Context: an optimization exercise on an open-source flow, tuned for small area. The choices shown serve that exercise and are no tape-out recipe.
The RTL was checked by simulation tests, not by an equivalence proof against the original design.
Power figures rest on the tool's default switching activity, not on a simulated workload.

==> flow/design.v <==
`default_nettype none
package uio_pkg;
   localparam int unsigned UIO_PORTS        = 4;
   localparam int unsigned UIO_WIDTH        = 32;
   localparam int unsigned UIO_RQ_DEPTH     = 16;
   localparam int unsigned UIO_AFULL_LEVEL  = 10;
   localparam int unsigned UIO_RS_MAX       = UIO_AFULL_LEVEL;
   localparam int unsigned UIO_SLOTS        = UIO_RQ_DEPTH + UIO_RS_MAX;
   localparam int unsigned CSR_ADDR_W = 16;
   localparam int unsigned CSR_DATA_W = 64;
   localparam logic [CSR_ADDR_W-1:0] CSR_SCRATCH_REG0 = 16'h0000;
   localparam logic [CSR_ADDR_W-1:0] CSR_SCRATCH_REG1 = 16'h0008;
   localparam logic [CSR_DATA_W-1:0] CSR_BAD_ADDR_DATA = 64'hdeadbeef_deadbeef;
endpackage
`default_nettype wire
`timescale 1ns/1ns
`default_nettype none
module uio_fifo
#(
   parameter int WIDTH = uio_pkg::UIO_WIDTH,
   parameter int SLOTS = uio_pkg::UIO_SLOTS
) (
   input  wire              clk_per,
   input  wire  [SLOTS-1:0] i_wr_sel,
   input  wire  [WIDTH-1:0] i_din,
   input  wire  [SLOTS-1:0] i_rd_sel,
   output logic [WIDTH-1:0] o_dout
);
   logic [WIDTH-1:0] slot [SLOTS];
   for (genvar i = 0; i < SLOTS; i++) begin : g_slot
      always_ff @(posedge clk_per) begin
         if (i_wr_sel[i]) begin
            slot[i] <= i_din;
         end
      end
   end
   localparam int GROUPS = SLOTS / 3;
   localparam int REST   = SLOTS - 3 * GROUPS;
   for (genvar b = 0; b < WIDTH; b++) begin : g_bit
      logic [GROUPS-1:0] grp_n;
      logic              rest;
      for (genvar g = 0; g < GROUPS; g++) begin : g_grp
         uio_aoi3 aoi_i (
            .i_d ({slot[3*g+2][b], slot[3*g+1][b], slot[3*g][b]}),
            .i_s (i_rd_sel[3*g +: 3]),
            .o_n (grp_n[g])
         );
      end
      always_comb begin
         rest = 1'b0;
         for (int k = 3 * GROUPS; k < SLOTS; k++) begin
            rest = rest | (slot[k][b] & i_rd_sel[k]);
         end
      end
      assign o_dout[b] = ~&grp_n | rest;
   end
endmodule
`default_nettype wire
`default_nettype none
module uio_aoi3
(
   input  wire  [2:0] i_d,
   input  wire  [2:0] i_s,
   output logic       o_n
);
   assign o_n = ~|(i_d & i_s);
endmodule
`default_nettype wire
`timescale 1ns/1ns
`default_nettype none
module uio_lane
(
   input  wire                           clk_per,
   input  wire                           i_rst_n,
   input  wire                           i_rq_vld,
   input  wire  [uio_pkg::UIO_WIDTH-1:0] i_rq_data,
   output logic                          o_rq_afull,
   output logic                          o_rs_vld,
   output logic [uio_pkg::UIO_WIDTH-1:0] o_rs_data,
   input  wire                           i_rs_afull
);
   localparam int SLOTS = uio_pkg::UIO_SLOTS;    
   localparam int AW    = 5;
   logic [AW-1:0] wr_ptr;
   logic [AW-1:0] rd_ptr;
   logic [4:0]    rq_cnt;      
   logic [3:0]    rs_cnt;      
   logic          push;
   logic          xfer;
   logic          pop;
   function automatic logic [4:0] ptr_next(input logic [4:0] ptr);
      ptr_next = {ptr[3:0], ~(ptr[1] ^ ptr[4]) & ~(ptr[0] & ptr[2] & ptr[3])};
   endfunction
   function automatic logic [4:0] ptr_state(input int n);
      logic [4:0] st;
      st = '0;
      for (int k = 0; k < n; k++) begin
         st = ptr_next(st);
      end
      ptr_state = st;
   endfunction
   assign push = i_rq_vld && (rq_cnt != 5'(uio_pkg::UIO_RQ_DEPTH));
   assign xfer = (rq_cnt != '0) && (rs_cnt < 4'(uio_pkg::UIO_RS_MAX));
   assign pop  = (rs_cnt != '0) && !i_rs_afull;
   always_ff @(posedge clk_per or negedge i_rst_n) begin
      if (!i_rst_n) begin
         wr_ptr  <= '0;
         rd_ptr  <= '0;
         rq_cnt  <= '0;
         rs_cnt  <= '0;
      end else begin
         if (push) begin
            wr_ptr <= ptr_next(wr_ptr);
         end
         if (pop) begin
            rd_ptr <= ptr_next(rd_ptr);
         end
         case ({push, xfer})
            2'b10:   rq_cnt <= rq_cnt + 1'b1;
            2'b01:   rq_cnt <= rq_cnt - 1'b1;
            default: rq_cnt <= rq_cnt;
         endcase
         case ({xfer, pop})
            2'b10:   rs_cnt <= rs_cnt + 1'b1;
            2'b01:   rs_cnt <= rs_cnt - 1'b1;
            default: rs_cnt <= rs_cnt;
         endcase
      end
   end
   logic [SLOTS-1:0] wr_sel;
   logic [SLOTS-1:0] rd_sel;
   for (genvar i = 0; i < SLOTS; i++) begin : g_sel
      assign wr_sel[i] = push && (wr_ptr == ptr_state(i));
      assign rd_sel[i] = (rd_ptr == ptr_state(i));
   end
   uio_fifo #(
      .WIDTH (uio_pkg::UIO_WIDTH),
      .SLOTS (SLOTS)
   ) slots_i (
      .clk_per  (clk_per),
      .i_wr_sel (wr_sel),
      .i_din    (i_rq_data),
      .i_rd_sel (rd_sel),
      .o_dout   (o_rs_data)
   );
   assign o_rq_afull = (rq_cnt >= 5'(uio_pkg::UIO_AFULL_LEVEL));
   assign o_rs_vld   = pop;
endmodule
`default_nettype wire
`timescale 1ns/1ns
`default_nettype none
module uio_csr
(
   input  wire                           clk_per,
   input  wire                           i_rst_n,
   input  wire  [uio_pkg::CSR_ADDR_W-1:0] i_addr,
   input  wire  [uio_pkg::CSR_DATA_W-1:0] i_data,
   input  wire                           i_wr_vld,
   input  wire                           i_rd_vld,
   output logic [uio_pkg::CSR_DATA_W-1:0] o_data,
   output logic                          o_rd_ack
);
   logic [uio_pkg::CSR_DATA_W-1:0] scratch0;
   logic [uio_pkg::CSR_DATA_W-1:0] scratch1;
   logic                           wrote0;
   logic                           wrote1;
   logic [uio_pkg::CSR_DATA_W-1:0] rd_mux;
   logic [uio_pkg::CSR_DATA_W-1:0] rd_data;
   logic                           rd_ack;
   logic                           sel0;
   logic                           sel1;
   assign sel0 = (i_addr == uio_pkg::CSR_SCRATCH_REG0);
   assign sel1 = (i_addr == uio_pkg::CSR_SCRATCH_REG1);
   always_comb begin
      case (1'b1)
         sel0:    rd_mux = wrote0 ? scratch0 : '0;
         sel1:    rd_mux = wrote1 ? scratch1 : '0;
         default: rd_mux = uio_pkg::CSR_BAD_ADDR_DATA;
      endcase
   end
   always_ff @(posedge clk_per or negedge i_rst_n) begin
      if (!i_rst_n) begin
         wrote0 <= 1'b0;
         wrote1 <= 1'b0;
      end else if (i_wr_vld) begin
         if (sel0) begin
            wrote0 <= 1'b1;
         end
         if (sel1) begin
            wrote1 <= 1'b1;
         end
      end
   end
   always_ff @(posedge clk_per) begin
      if (i_wr_vld && sel0) begin
         scratch0 <= i_data;
      end
      if (i_wr_vld && sel1) begin
         scratch1 <= i_data;
      end
   end
   always_ff @(posedge clk_per or negedge i_rst_n) begin
      if (!i_rst_n) begin
         rd_ack <= 1'b0;
      end else begin
         rd_ack <= i_rd_vld;
      end
   end
   always_ff @(posedge clk_per) begin
      rd_data <= rd_mux;
   end
   assign o_data   = rd_data;
   assign o_rd_ack = rd_ack;
endmodule
`default_nettype wire
`timescale 1ns/1ns
`default_nettype none
module uio_loop
(
   input  wire                                clk_per,
   input  wire                                i_rst_n,
   input  wire  [uio_pkg::UIO_PORTS-1:0]                    i_rq_vld,
   input  wire  [uio_pkg::UIO_PORTS*uio_pkg::UIO_WIDTH-1:0] i_rq_data,
   output wire  [uio_pkg::UIO_PORTS-1:0]                    o_rq_afull,
   output wire  [uio_pkg::UIO_PORTS-1:0]                    o_rs_vld,
   output wire  [uio_pkg::UIO_PORTS*uio_pkg::UIO_WIDTH-1:0] o_rs_data,
   input  wire  [uio_pkg::UIO_PORTS-1:0]                    i_rs_afull,
   input  wire  [uio_pkg::CSR_ADDR_W-1:0]                   i_csr_addr,
   input  wire  [uio_pkg::CSR_DATA_W-1:0]                   i_csr_data,
   input  wire                                              i_csr_wr_vld,
   input  wire                                              i_csr_rd_vld,
   output wire  [uio_pkg::CSR_DATA_W-1:0]                   o_csr_data,
   output wire                                              o_csr_rd_ack
);
   for (genvar p = 0; p < uio_pkg::UIO_PORTS; p++) begin : g_lane
      uio_lane lane_i (
         .clk_per    (clk_per),
         .i_rst_n    (i_rst_n),
         .i_rq_vld   (i_rq_vld[p]),
         .i_rq_data  (i_rq_data[p*uio_pkg::UIO_WIDTH +: uio_pkg::UIO_WIDTH]),
         .o_rq_afull (o_rq_afull[p]),
         .o_rs_vld   (o_rs_vld[p]),
         .o_rs_data  (o_rs_data[p*uio_pkg::UIO_WIDTH +: uio_pkg::UIO_WIDTH]),
         .i_rs_afull (i_rs_afull[p])
      );
   end
   uio_csr csr_i (
      .clk_per  (clk_per),
      .i_rst_n  (i_rst_n),
      .i_addr   (i_csr_addr),
      .i_data   (i_csr_data),
      .i_wr_vld (i_csr_wr_vld),
      .i_rd_vld (i_csr_rd_vld),
      .o_data   (o_csr_data),
      .o_rd_ack (o_csr_rd_ack)
   );
endmodule
`default_nettype wire
export LEC_CHECK = 0
export CAP_MARGIN = 10
export CORE_MARGIN = 2
export CORE_UTILIZATION = 45
export SLEW_MARGIN = 10
export SYNTH_HIERARCHICAL = 1
export SYNTH_MINIMUM_KEEP_SIZE = 0
create_clock -name core_clock -period 6.0 [get_ports {clk_per}]
standard.sh (not shown) runs the stock make flow with config.mk's settings and CLKGATE_MAP_FILE= SYNTH_SCRIPT=/design/flow/synth_recipe.tcl, a recipe that flattens the netlist after the stock synthesis.
==> flow/flow/run.sh <==
#!/bin/bash
# The standard layout, with two changes: ports get the smallest buffer
# (buf_1) instead of the one buffer_ports picks, and clock tree synthesis
# builds larger sink clusters without dummy loads.
set -euo pipefail
CTS="-sink_clustering_enable -repair_clock_nets"
CTS="$CTS -sink_clustering_size 18 -sink_clustering_max_diameter 60"
CTS="$CTS -buf_list sky130_fd_sc_hd__clkbuf_8 -dont_use_dummy_load"
bash standard.sh \
   "CTS_ARGS=$CTS" \
   "BUFFER_PORTS_ARGS=-buffer_cell sky130_fd_sc_hd__buf_1" \
   finish > standard.log 2>&1
Change:
--- a/flow/design.v
+++ b/flow/design.v
@@ -79,25 +79,18 @@
    output logic [uio_pkg::UIO_WIDTH-1:0] o_rs_data,
    input  wire                           i_rs_afull
 );
-   localparam int SLOTS = uio_pkg::UIO_SLOTS;    
-   localparam int AW    = 5;
+   localparam int SLOTS = uio_pkg::UIO_SLOTS;
+   localparam int AW    = $clog2(SLOTS);
    logic [AW-1:0] wr_ptr;
+   logic [AW-1:0] mid_ptr;
    logic [AW-1:0] rd_ptr;
    logic [4:0]    rq_cnt;      
    logic [3:0]    rs_cnt;      
    logic          push;
    logic          xfer;
    logic          pop;
-   function automatic logic [4:0] ptr_next(input logic [4:0] ptr);
-      ptr_next = {ptr[3:0], ~(ptr[1] ^ ptr[4]) & ~(ptr[0] & ptr[2] & ptr[3])};
-   endfunction
-   function automatic logic [4:0] ptr_state(input int n);
-      logic [4:0] st;
-      st = '0;
-      for (int k = 0; k < n; k++) begin
-         st = ptr_next(st);
-      end
-      ptr_state = st;
+   function automatic logic [AW-1:0] ptr_inc(input logic [AW-1:0] ptr);
+      ptr_inc = (ptr == AW'(SLOTS - 1)) ? AW'(0) : AW'(ptr + 1'b1);
    endfunction
    assign push = i_rq_vld && (rq_cnt != 5'(uio_pkg::UIO_RQ_DEPTH));
    assign xfer = (rq_cnt != '0) && (rs_cnt < 4'(uio_pkg::UIO_RS_MAX));
@@ -105,15 +98,19 @@
    always_ff @(posedge clk_per or negedge i_rst_n) begin
       if (!i_rst_n) begin
          wr_ptr  <= '0;
+         mid_ptr <= '0;
          rd_ptr  <= '0;
          rq_cnt  <= '0;
          rs_cnt  <= '0;
       end else begin
          if (push) begin
-            wr_ptr <= ptr_next(wr_ptr);
+            wr_ptr <= ptr_inc(wr_ptr);
+         end
+         if (xfer) begin
+            mid_ptr <= ptr_inc(mid_ptr);
          end
          if (pop) begin
-            rd_ptr <= ptr_next(rd_ptr);
+            rd_ptr <= ptr_inc(rd_ptr);
          end
          case ({push, xfer})
             2'b10:   rq_cnt <= rq_cnt + 1'b1;
@@ -130,8 +127,8 @@
    logic [SLOTS-1:0] wr_sel;
    logic [SLOTS-1:0] rd_sel;
    for (genvar i = 0; i < SLOTS; i++) begin : g_sel
-      assign wr_sel[i] = push && (wr_ptr == ptr_state(i));
-      assign rd_sel[i] = (rd_ptr == ptr_state(i));
+      assign wr_sel[i] = push && (wr_ptr == AW'(i));
+      assign rd_sel[i] = (rd_ptr == AW'(i));
    end
    uio_fifo #(
       .WIDTH (uio_pkg::UIO_WIDTH),
The new run produced a clean layout.
Global-route usage is lower by 0.19 points.
Sequential share of layout area fell by 0.22 points.
Utilization is about the same.
Non-clock buffer count is higher by 32.
Via count went up by 1.5%.
Sequential cell count stays the same.
Die area rose by 0.43%.
Register-to-register slack gets better by 0.18 ns.
Sequential power stays flat.
Wire length hardly moves.
Total power came out lower by 4.0%.
Clock skew increases by 0.062 ns.

## static timing again, ports no longer ideal
The results above use ideal ports. As a check the final layouts listed here were re-extracted and re-timed, cells and wires unchanged.
Step 1 assumes that a clkbuf_16 drives the clock port and a buf_2 every other input.
Step 2 also shifts input and output timing later by t, the mid clock arrival at the registers, as if the neighbouring blocks saw the same clock.
Slacks: ideal ports / drivers / drivers and shift; pairs: ideal ports / drivers.
| run | t, ns | setup WS [ns] | hold WS [ns] | worst setup path at the end |
|---|---|---|---|---|
| the first run | 1.079 | 0.662 / 0.566 / 1.644 | 0.228 / 0.183 / 0.468 | register to output |
| the second run | 1.086 | 0.593 / 0.511 / 1.597 | 0.146 / 0.087 / 0.452 | register to output |
After both steps every run listed still meets setup and hold.
